Source: an optimization exercise on an open RTL-to-GDS flow (aim: small area, a short achievable clock period and few clock cycles per item). Production flows keep margins and buffers that such runs may drop.
In this exercise RTL edits were held to simulation tests only and were not proved equivalent to the original.

## flow/run.sh

```bash
#!/bin/bash
# synth_recipe.tcl (not shown) runs the flow's synth.tcl, then flattens the netlist and writes it again
# the make line also repeats each setting of config.mk as NAME=value (left out here)
make -C /OpenROAD-flow-scripts/flow DESIGN_CONFIG=/design/flow/config.mk WORK_HOME=/design/flow/orfs CLKGATE_MAP_FILE= SYNTH_SCRIPT=/design/flow/synth_recipe.tcl finish
```

## flow/config.mk

```make
export PLATFORM = sky130hd
export DESIGN_NAME = mul_unit
export DESIGN_NICKNAME = mul_unit
export VERILOG_FILES = /design/flow/design.v
export SDC_FILE = /design/flow/constraint.sdc
export NUM_CORES = 4
export LEC_CHECK = 0
export CAP_MARGIN = 20
export CORE_MARGIN = 2
export CORE_UTILIZATION = 40
export SLEW_MARGIN = 20
```

## flow/constraint.sdc

```tcl
create_clock -name core_clock -period 33.0 [get_ports {clk}]
set_input_delay 6.6000 -clock core_clock [delete_from_list [all_inputs] [get_ports {clk}]]
set_output_delay 6.6000 -clock core_clock [all_outputs]
set_load 0.01 [all_outputs]
```

## flow/design.v

```verilog
package mul_pkg;
   localparam int OPERAND_W = 48;
   localparam int PRODUCT_W = 2 * OPERAND_W;
   localparam int WORD_W = 32;
   localparam int WORDS_PER_PRODUCT = 3;
   localparam int SPLIT_ROW = 24;
   localparam int FIFO_DEPTH = 4;
   localparam int CREDIT_W = 3;
   typedef logic [OPERAND_W-1:0] operand_t;
   typedef logic [PRODUCT_W-1:0] product_t;
   typedef logic [WORD_W-1:0] word_t;
   typedef logic [CREDIT_W-1:0] credit_t;
   typedef enum logic [1:0] {SER_IDLE, SER_WORD0, SER_WORD1, SER_WORD2} ser_state_t;
endpackage
`timescale 1ns/100ps
module operand_issue (
   input  logic     clk,
   input  logic     reset,
   input  logic     op_valid,
   input  mul_pkg::operand_t op_a,
   input  mul_pkg::operand_t op_b,
   input  logic     fifo_pop,
   output logic     busy,
   output logic     issue_valid,
   output mul_pkg::operand_t issue_a,
   output mul_pkg::operand_t issue_b
);
   mul_pkg::credit_t credit;
   logic    accept;
   assign busy = (credit == '0);
   assign accept = op_valid && !busy;
   always_ff @(posedge clk) begin
      if (reset) begin
         issue_valid <= 1'b0;
      end else begin
         issue_valid <= accept;
      end
   end
   always_ff @(posedge clk) begin
      if (accept) begin
         issue_a <= op_a;
         issue_b <= op_b;
      end
   end
   always_ff @(posedge clk) begin
      if (reset) begin
         credit <= mul_pkg::credit_t'(mul_pkg::FIFO_DEPTH);
      end else if (accept && !fifo_pop) begin
         credit <= credit - 1'b1;
      end else if (!accept && fifo_pop) begin
         credit <= credit + 1'b1;
      end
   end
endmodule
`timescale 1ns/100ps
module array_multiplier (
   input  logic     clk,
   input  logic     reset,
   input  logic     issue_valid,
   input  mul_pkg::operand_t issue_a,
   input  mul_pkg::operand_t issue_b,
   output logic     prod_valid,
   output mul_pkg::product_t prod_data
);
   mul_pkg::operand_t                          s1_sum_d;
   mul_pkg::operand_t                          s1_carry_d;
   logic [mul_pkg::SPLIT_ROW-1:0]              s1_low_d;
   logic                              s1_valid;
   mul_pkg::operand_t                          s1_sum;
   mul_pkg::operand_t                          s1_carry;
   logic [mul_pkg::SPLIT_ROW-1:0]              s1_low;
   logic [mul_pkg::OPERAND_W-mul_pkg::SPLIT_ROW-1:0]    s1_a_hi;
   mul_pkg::operand_t                          s1_b;
   mul_pkg::product_t prod_d;
   function automatic logic [2*mul_pkg::OPERAND_W-1:0] csa_row(
      input mul_pkg::operand_t sum_in,
      input mul_pkg::operand_t carry_in,
      input mul_pkg::operand_t pp
   );
      mul_pkg::operand_t shifted;
      mul_pkg::operand_t sum_out;
      mul_pkg::operand_t carry_out;
      shifted = sum_in >> 1;
      sum_out = shifted ^ pp ^ carry_in;
      carry_out = (shifted & pp) | (shifted & carry_in) | (pp & carry_in);
      csa_row = {carry_out, sum_out};
   endfunction
   always_comb begin
      mul_pkg::operand_t sum_v;
      mul_pkg::operand_t carry_v;
      mul_pkg::operand_t pp;
      sum_v = '0;
      carry_v = '0;
      s1_low_d = '0;
      for (int i = 0; i < mul_pkg::SPLIT_ROW; i++) begin
         pp = issue_a[i] ? issue_b : '0;
         {carry_v, sum_v} = csa_row(sum_v, carry_v, pp);
         s1_low_d[i] = sum_v[0];
      end
      s1_sum_d = sum_v;
      s1_carry_d = carry_v;
   end
   always_ff @(posedge clk) begin
      if (reset) begin
         s1_valid <= 1'b0;
      end else begin
         s1_valid <= issue_valid;
      end
   end
   always_ff @(posedge clk) begin
      if (issue_valid) begin
         s1_sum <= s1_sum_d;
         s1_carry <= s1_carry_d;
         s1_low <= s1_low_d;
         s1_a_hi <= issue_a[mul_pkg::OPERAND_W-1:mul_pkg::SPLIT_ROW];
         s1_b <= issue_b;
      end
   end
   always_comb begin
      mul_pkg::operand_t sum_v;
      mul_pkg::operand_t carry_v;
      mul_pkg::operand_t pp;
      logic     rc;
      prod_d = '0;
      prod_d[mul_pkg::SPLIT_ROW-1:0] = s1_low;
      sum_v = s1_sum;
      carry_v = s1_carry;
      for (int i = mul_pkg::SPLIT_ROW; i < mul_pkg::OPERAND_W; i++) begin
         pp = s1_a_hi[i-mul_pkg::SPLIT_ROW] ? s1_b : '0;
         {carry_v, sum_v} = csa_row(sum_v, carry_v, pp);
         prod_d[i] = sum_v[0];
      end
      rc = 1'b0;
      for (int j = 0; j < mul_pkg::OPERAND_W-1; j++) begin
         prod_d[mul_pkg::OPERAND_W+j] = carry_v[j] ^ sum_v[j+1] ^ rc;
         rc = (carry_v[j] & sum_v[j+1]) | (carry_v[j] & rc) | (sum_v[j+1] & rc);
      end
      prod_d[mul_pkg::PRODUCT_W-1] = carry_v[mul_pkg::OPERAND_W-1] ^ rc;
   end
   always_ff @(posedge clk) begin
      if (reset) begin
         prod_valid <= 1'b0;
      end else begin
         prod_valid <= s1_valid;
      end
   end
   always_ff @(posedge clk) begin
      if (s1_valid) begin
         prod_data <= prod_d;
      end
   end
endmodule
`timescale 1ns/100ps
module product_fifo (
   input  logic     clk,
   input  logic     reset,
   input  logic     prod_valid,
   input  mul_pkg::product_t prod_data,
   input  logic     fifo_pop,
   output logic     fifo_empty,
   output mul_pkg::product_t fifo_data
);
   mul_pkg::product_t                      mem [mul_pkg::FIFO_DEPTH];
   logic [$clog2(mul_pkg::FIFO_DEPTH)-1:0] wr_ptr;
   logic [$clog2(mul_pkg::FIFO_DEPTH)-1:0] rd_ptr;
   logic [mul_pkg::CREDIT_W-1:0]           count;
   assign fifo_empty = (count == '0);
   assign fifo_data = mem[rd_ptr];
   always_ff @(posedge clk) begin
      if (prod_valid) begin
         mem[wr_ptr] <= prod_data;
      end
   end
   always_ff @(posedge clk) begin
      if (reset) begin
         wr_ptr <= '0;
         rd_ptr <= '0;
      end else begin
         if (prod_valid) begin
            wr_ptr <= wr_ptr + 1'b1;
         end
         if (fifo_pop) begin
            rd_ptr <= rd_ptr + 1'b1;
         end
      end
   end
   always_ff @(posedge clk) begin
      if (reset) begin
         count <= '0;
      end else if (prod_valid && !fifo_pop) begin
         count <= count + 1'b1;
      end else if (!prod_valid && fifo_pop) begin
         count <= count - 1'b1;
      end
   end
endmodule
`timescale 1ns/100ps
module word_serializer (
   input  logic     clk,
   input  logic     reset,
   input  logic     fifo_empty,
   input  mul_pkg::product_t fifo_data,
   output logic     fifo_pop,
   output mul_pkg::word_t    res_word,
   output logic     res_valid,
   output logic     res_last
);
   mul_pkg::ser_state_t state;
   mul_pkg::ser_state_t state_next;
   mul_pkg::product_t   hold;
   always_comb begin
      fifo_pop = 1'b0;
      state_next = state;
      case (state)
         mul_pkg::SER_IDLE: begin
            if (!fifo_empty) begin
               fifo_pop = 1'b1;
               state_next = mul_pkg::SER_WORD0;
            end
         end
         mul_pkg::SER_WORD0: state_next = mul_pkg::SER_WORD1;
         mul_pkg::SER_WORD1: state_next = mul_pkg::SER_WORD2;
         mul_pkg::SER_WORD2: begin
            if (!fifo_empty) begin
               fifo_pop = 1'b1;
               state_next = mul_pkg::SER_WORD0;
            end else begin
               state_next = mul_pkg::SER_IDLE;
            end
         end
         default: state_next = mul_pkg::SER_IDLE;
      endcase
   end
   always_ff @(posedge clk) begin
      if (reset) begin
         state <= mul_pkg::SER_IDLE;
      end else begin
         state <= state_next;
      end
   end
   always_ff @(posedge clk) begin
      if (fifo_pop) begin
         hold <= fifo_data;
      end
   end
   always_comb begin
      case (state)
         mul_pkg::SER_WORD1: res_word = hold[mul_pkg::WORD_W +: mul_pkg::WORD_W];
         mul_pkg::SER_WORD2: res_word = hold[2*mul_pkg::WORD_W +: mul_pkg::WORD_W];
         default:   res_word = hold[0 +: mul_pkg::WORD_W];
      endcase
   end
   assign res_valid = (state != mul_pkg::SER_IDLE);
   assign res_last = (state == mul_pkg::SER_WORD2);
endmodule
`timescale 1ns/100ps
module mul_unit (
   input  logic     clk,
   input  logic     reset,
   input  logic     op_valid,
   input  mul_pkg::operand_t op_a,
   input  mul_pkg::operand_t op_b,
   output logic     busy,
   output mul_pkg::word_t    res_word,
   output logic     res_valid,
   output logic     res_last
);
   logic     issue_valid;
   mul_pkg::operand_t issue_a;
   mul_pkg::operand_t issue_b;
   logic     prod_valid;
   mul_pkg::product_t prod_data;
   logic     fifo_empty;
   mul_pkg::product_t fifo_data;
   logic     fifo_pop;
   operand_issue operand_issue_i (
      .clk         (clk),
      .reset       (reset),
      .op_valid    (op_valid),
      .op_a        (op_a),
      .op_b        (op_b),
      .fifo_pop    (fifo_pop),
      .busy        (busy),
      .issue_valid (issue_valid),
      .issue_a     (issue_a),
      .issue_b     (issue_b)
   );
   array_multiplier array_multiplier_i (
      .clk         (clk),
      .reset       (reset),
      .issue_valid (issue_valid),
      .issue_a     (issue_a),
      .issue_b     (issue_b),
      .prod_valid  (prod_valid),
      .prod_data   (prod_data)
   );
   product_fifo product_fifo_i (
      .clk        (clk),
      .reset      (reset),
      .prod_valid (prod_valid),
      .prod_data  (prod_data),
      .fifo_pop   (fifo_pop),
      .fifo_empty (fifo_empty),
      .fifo_data  (fifo_data)
   );
   word_serializer word_serializer_i (
      .clk        (clk),
      .reset      (reset),
      .fifo_empty (fifo_empty),
      .fifo_data  (fifo_data),
      .fifo_pop   (fifo_pop),
      .res_word   (res_word),
      .res_valid  (res_valid),
      .res_last   (res_last)
   );
endmodule
```

==> reports/metrics.csv <==
metric;value;unit
dominant cell type by area after synthesis;fa_1;
synthesis warning total;4;
gpl congestion;0.772;
Detailed Route Iter0 Violations;1894;
crit-path most repeated cell;fa_2;
total track usage;0.155;
placed cell count;9444;
slowest stage delay, CP;0.57;ns
DR DRC count;0;
post-route ant nets;0;
register area share after synthesis;0.286;
period utilisation layout;0.971;
layout cells sized above 1;0.0653;
fin cells;9627;
Max clock buf depth;3;
ranking of synthesized cells by area;fa_1 (48%), edfxtp_1 (28%), and2_1 (14%), mux4_2 (2.4%), inv_1 (2.1%);
number of global-route vias before repair;55600;
post-DP HPWL;136;mm
drt total wl;168;mm
relative slew slack;0.269;
Filler cells;20700;
Mapped Cells;6664;
Arr. time, crit path;32.55;ns
clk_skew;0.0590;ns
Starting Density;0.403;
final hold viol count;0;
final slew viol count;0;
global route overflow;0;
CTS Sinks;877;
I/O pin cnt;134;
RSZ-0062 raised after global routing;false;
CTS tree;built;
Setup crit end kind;register;
fin crit period;32.04;ns
Post-CTS Hold Buffers;0;
PortBufs;133;
Num CTS Buffers;98;
first-pass GRT wire length;293;mm
Post-DP Area;95800;um2
synthesized area per cell;13.7;um2
initial antenna violation count;10;
Critical Path Fanout Max;12;
Tightest Pin Transition;1.10;ns
Clock Latency Late Sink;0.76;ns
# rows;175;
worst endpoint required time;33.51;ns
hold crit path type;register to register;
Die Ht;483;um
startpoint types;register;
vias;46700;
fin area;99300;um2
Die W;483;um
Pre-antenna DRT Iters;6;
Netlist Area Pre-Place;91600;um2
core area;227000;um2
post-CTS setup buffers;0;
outcome;finished clean;
root buffer cell;clkbuf_16;
fmax;0.0312;GHz
area delta synth->final;8.39;%
Setup-failing EPs final;0;
Clock Pin Slew Worst Setup and Hold Paths;0.07;ns
post-synth top area share;0.483;
Critical Setup Path Class;register to register;
Unique masters post-synth;30;
Max-cap violations;0;
largest net degree at the start of global routing;78;
Slowest-stage cell, CP;fa_2;
H-Tree Depth;3;
syn_nets;9031;
fin nets;8903;
Synth Register Bits;877;
drt via density;4.86;
Avg WL per Cell;17.5;um
die area;233000;um2
-- layout by cell type, fill, tap and decap left out, types with 8 or more instances in the layout --
| cell type | n |
|---|---|
| bufinv_16 | 11 |
| inv_1 | 509 |
| dfxtp_1 | 11 |
| nor2_1 | 9 |
| clkbuf_1 | 14 |
| fa_1 | 2141 |
| and2_1 | 2045 |
| nand2_1 | 323 |
| edfxtp_1 | 862 |
| clkinv_1 | 16 |
| inv_6 | 9 |
| clkinv_4 | 8 |
| buf_4 | 100 |
| clkinv_2 | 10 |
| a22oi_1 | 32 |
| mux4_2 | 96 |
| clkbuf_16 | 98 |
| ha_1 | 58 |
| fa_2 | 69 |
| clkdlybuf4s50_1 | 133 |
-- cell families (layout without fill, tap and decap cells) --
logic type                 Yosys count  in the layout  synth area share
and+or+nand+nor                   2397           2397             0.155
adders and majority gates         2268           2268             0.491
buffers and inverters              975            926            0.0408
DFF                                877            877             0.286
muxes                              100            100            0.0241
AOI/OAI and AO/OA                   42             42           0.00324
xor gates and xnor gates             5              5          0.000478
other                                0              3                 0
-- synth_stat cells, drive strengths merged --
cell,instances
fa,2210
and2,2049
edfxtp,862
inv,509
clkbuf,446
nand2,323
mux4,96
ha,58
a22oi,32
buf,20
dfxtp,15
nor2,11
nor2b,6
a21oi,4
o21ai,4
xor2,4
mux2i,3
nor3,3
or3,2
mux2,1
nor3b,1
nor4b,1
o21bai,1
o31a,1
or3b,1
xnor2,1
-- metal layers --
| layer | global-route usage | vias to the layer above | wire, um | share of wire |
|---|---|---|---|---|
| met3 | 0.0180 | 144 | 4850 | 0.029 |
| met1 | 0.214 | 25900 | 77500 | 0.46 |
| li1 | - | 20200 | - | - |
| met4 | 0.0276 | 0 | 2710 | 0.016 |
| met5 | 0 | - | 0 | 0 |
| met2 | 0.266 | 478 | 83000 | 0.49 |
-- critical path, delay by kind of cell, from the launching register on --
kind	cells	cell delay, ns
fa+ha+maj	71	30.81
buf+inv	7	0.46
flops	1	0.41
simple gates	1	0.14
-- through the flow --
step	TNS [ns]	hold slack, ns	util	worst slack [ns]
after floorplan	0	0.400	-	0.00294
after global placement	-1.28	0.403	0.421	-0.635
after detailed placement	-1.57	0.405	0.421	-0.729
after CTS	0	0.388	0.436	0.0256
after global routing	0	0.409	0.436	0.0629
final	0	0.394	0.436	0.959
-- state kept, by name, indices dropped and copies added, names as in the netlist --
signal and cells:
product_fifo_i.rd_ptr 2, array_multiplier_i.s1_sum 48, product_fifo_i.count 3, array_multiplier_i.prod_data 96
array_multiplier_i.s1_b 48, product_fifo_i.mem 384, array_multiplier_i.s1_valid 1, product_fifo_i.wr_ptr 2
operand_issue_i.issue_a 48, operand_issue_i.issue_valid 1, operand_issue_i.credit 3, array_multiplier_i.s1_carry 47
operand_issue_i.issue_b 48, word_serializer_i.hold 96, array_multiplier_i.s1_a_hi 24, array_multiplier_i.s1_low 23
array_multiplier_i.prod_valid 1, word_serializer_i.state 2
-- area by class of cell --
cell class              instances  area (um2)  area share
multi-input cells            4812       61900       0.623
flip-flops and latches        877       26200       0.264
well taps                    3009        3760      0.0379
clock buffers                 112        2500      0.0252
repair buffers                238        2180      0.0219
inverters                     509        1910      0.0192
clock inverters                67         843     0.00849
diodes                          3        7.51   0.0000756
-- worst paths after layout --
check                                                from                                          to  slack, ns  cells past startpoint
hold / removal      operand_issue_i.issue_a[38]$_DFFE_PP_    array_multiplier_i.s1_a_hi[14]$_DFFE_PP_       0.39                      0
setup / recovery  array_multiplier_i.s1_a_hi[0]$_DFFE_PP_  array_multiplier_i.prod_data[94]$_DFFE_PP_       0.96                     79
setup reg to reg  array_multiplier_i.s1_a_hi[0]$_DFFE_PP_  array_multiplier_i.prod_data[94]$_DFFE_PP_       0.96                     79
hold reg to reg     operand_issue_i.issue_a[38]$_DFFE_PP_    array_multiplier_i.s1_a_hi[14]$_DFFE_PP_       0.39                      0
-- timing repair --
item                                    4_1_cts  5_1_grt
gates resized for setup                      20       26
pin swaps                                     0        1
endpoints found under the setup margin        3        4
Testbench counts, summed over its fixed seeds: cycles 4,840, items 1,600.

==> separate check: timing with driven ports <==
The flow's constraints put no driver on any port. The routed layout listed below was extracted and timed again, unchanged, in two steps.
Step 1: set_driving_cell puts a clkbuf_16 on clk and a buf_2 on each other input, an assumption about the parent block.
Step 2 times the ports against the registers' clock, not the clock port: input delays grow and output delays shrink by t, the midpoint of the rising clock arrivals with the driver on.
Slacks: ideal / step 1 / step 2; pairs: ideal / step 1.
t, ns: 0.818
slack for setup (ns): 0.959 / 0.959 / 0.959
worst slew at a driven data input, ns: 0.09
pins driven straight from the clock port: 1
After both steps setup and hold are still met in this run. The setup slack of this run moves by 0.000 ns with the drivers and by 0.000 ns with both steps.
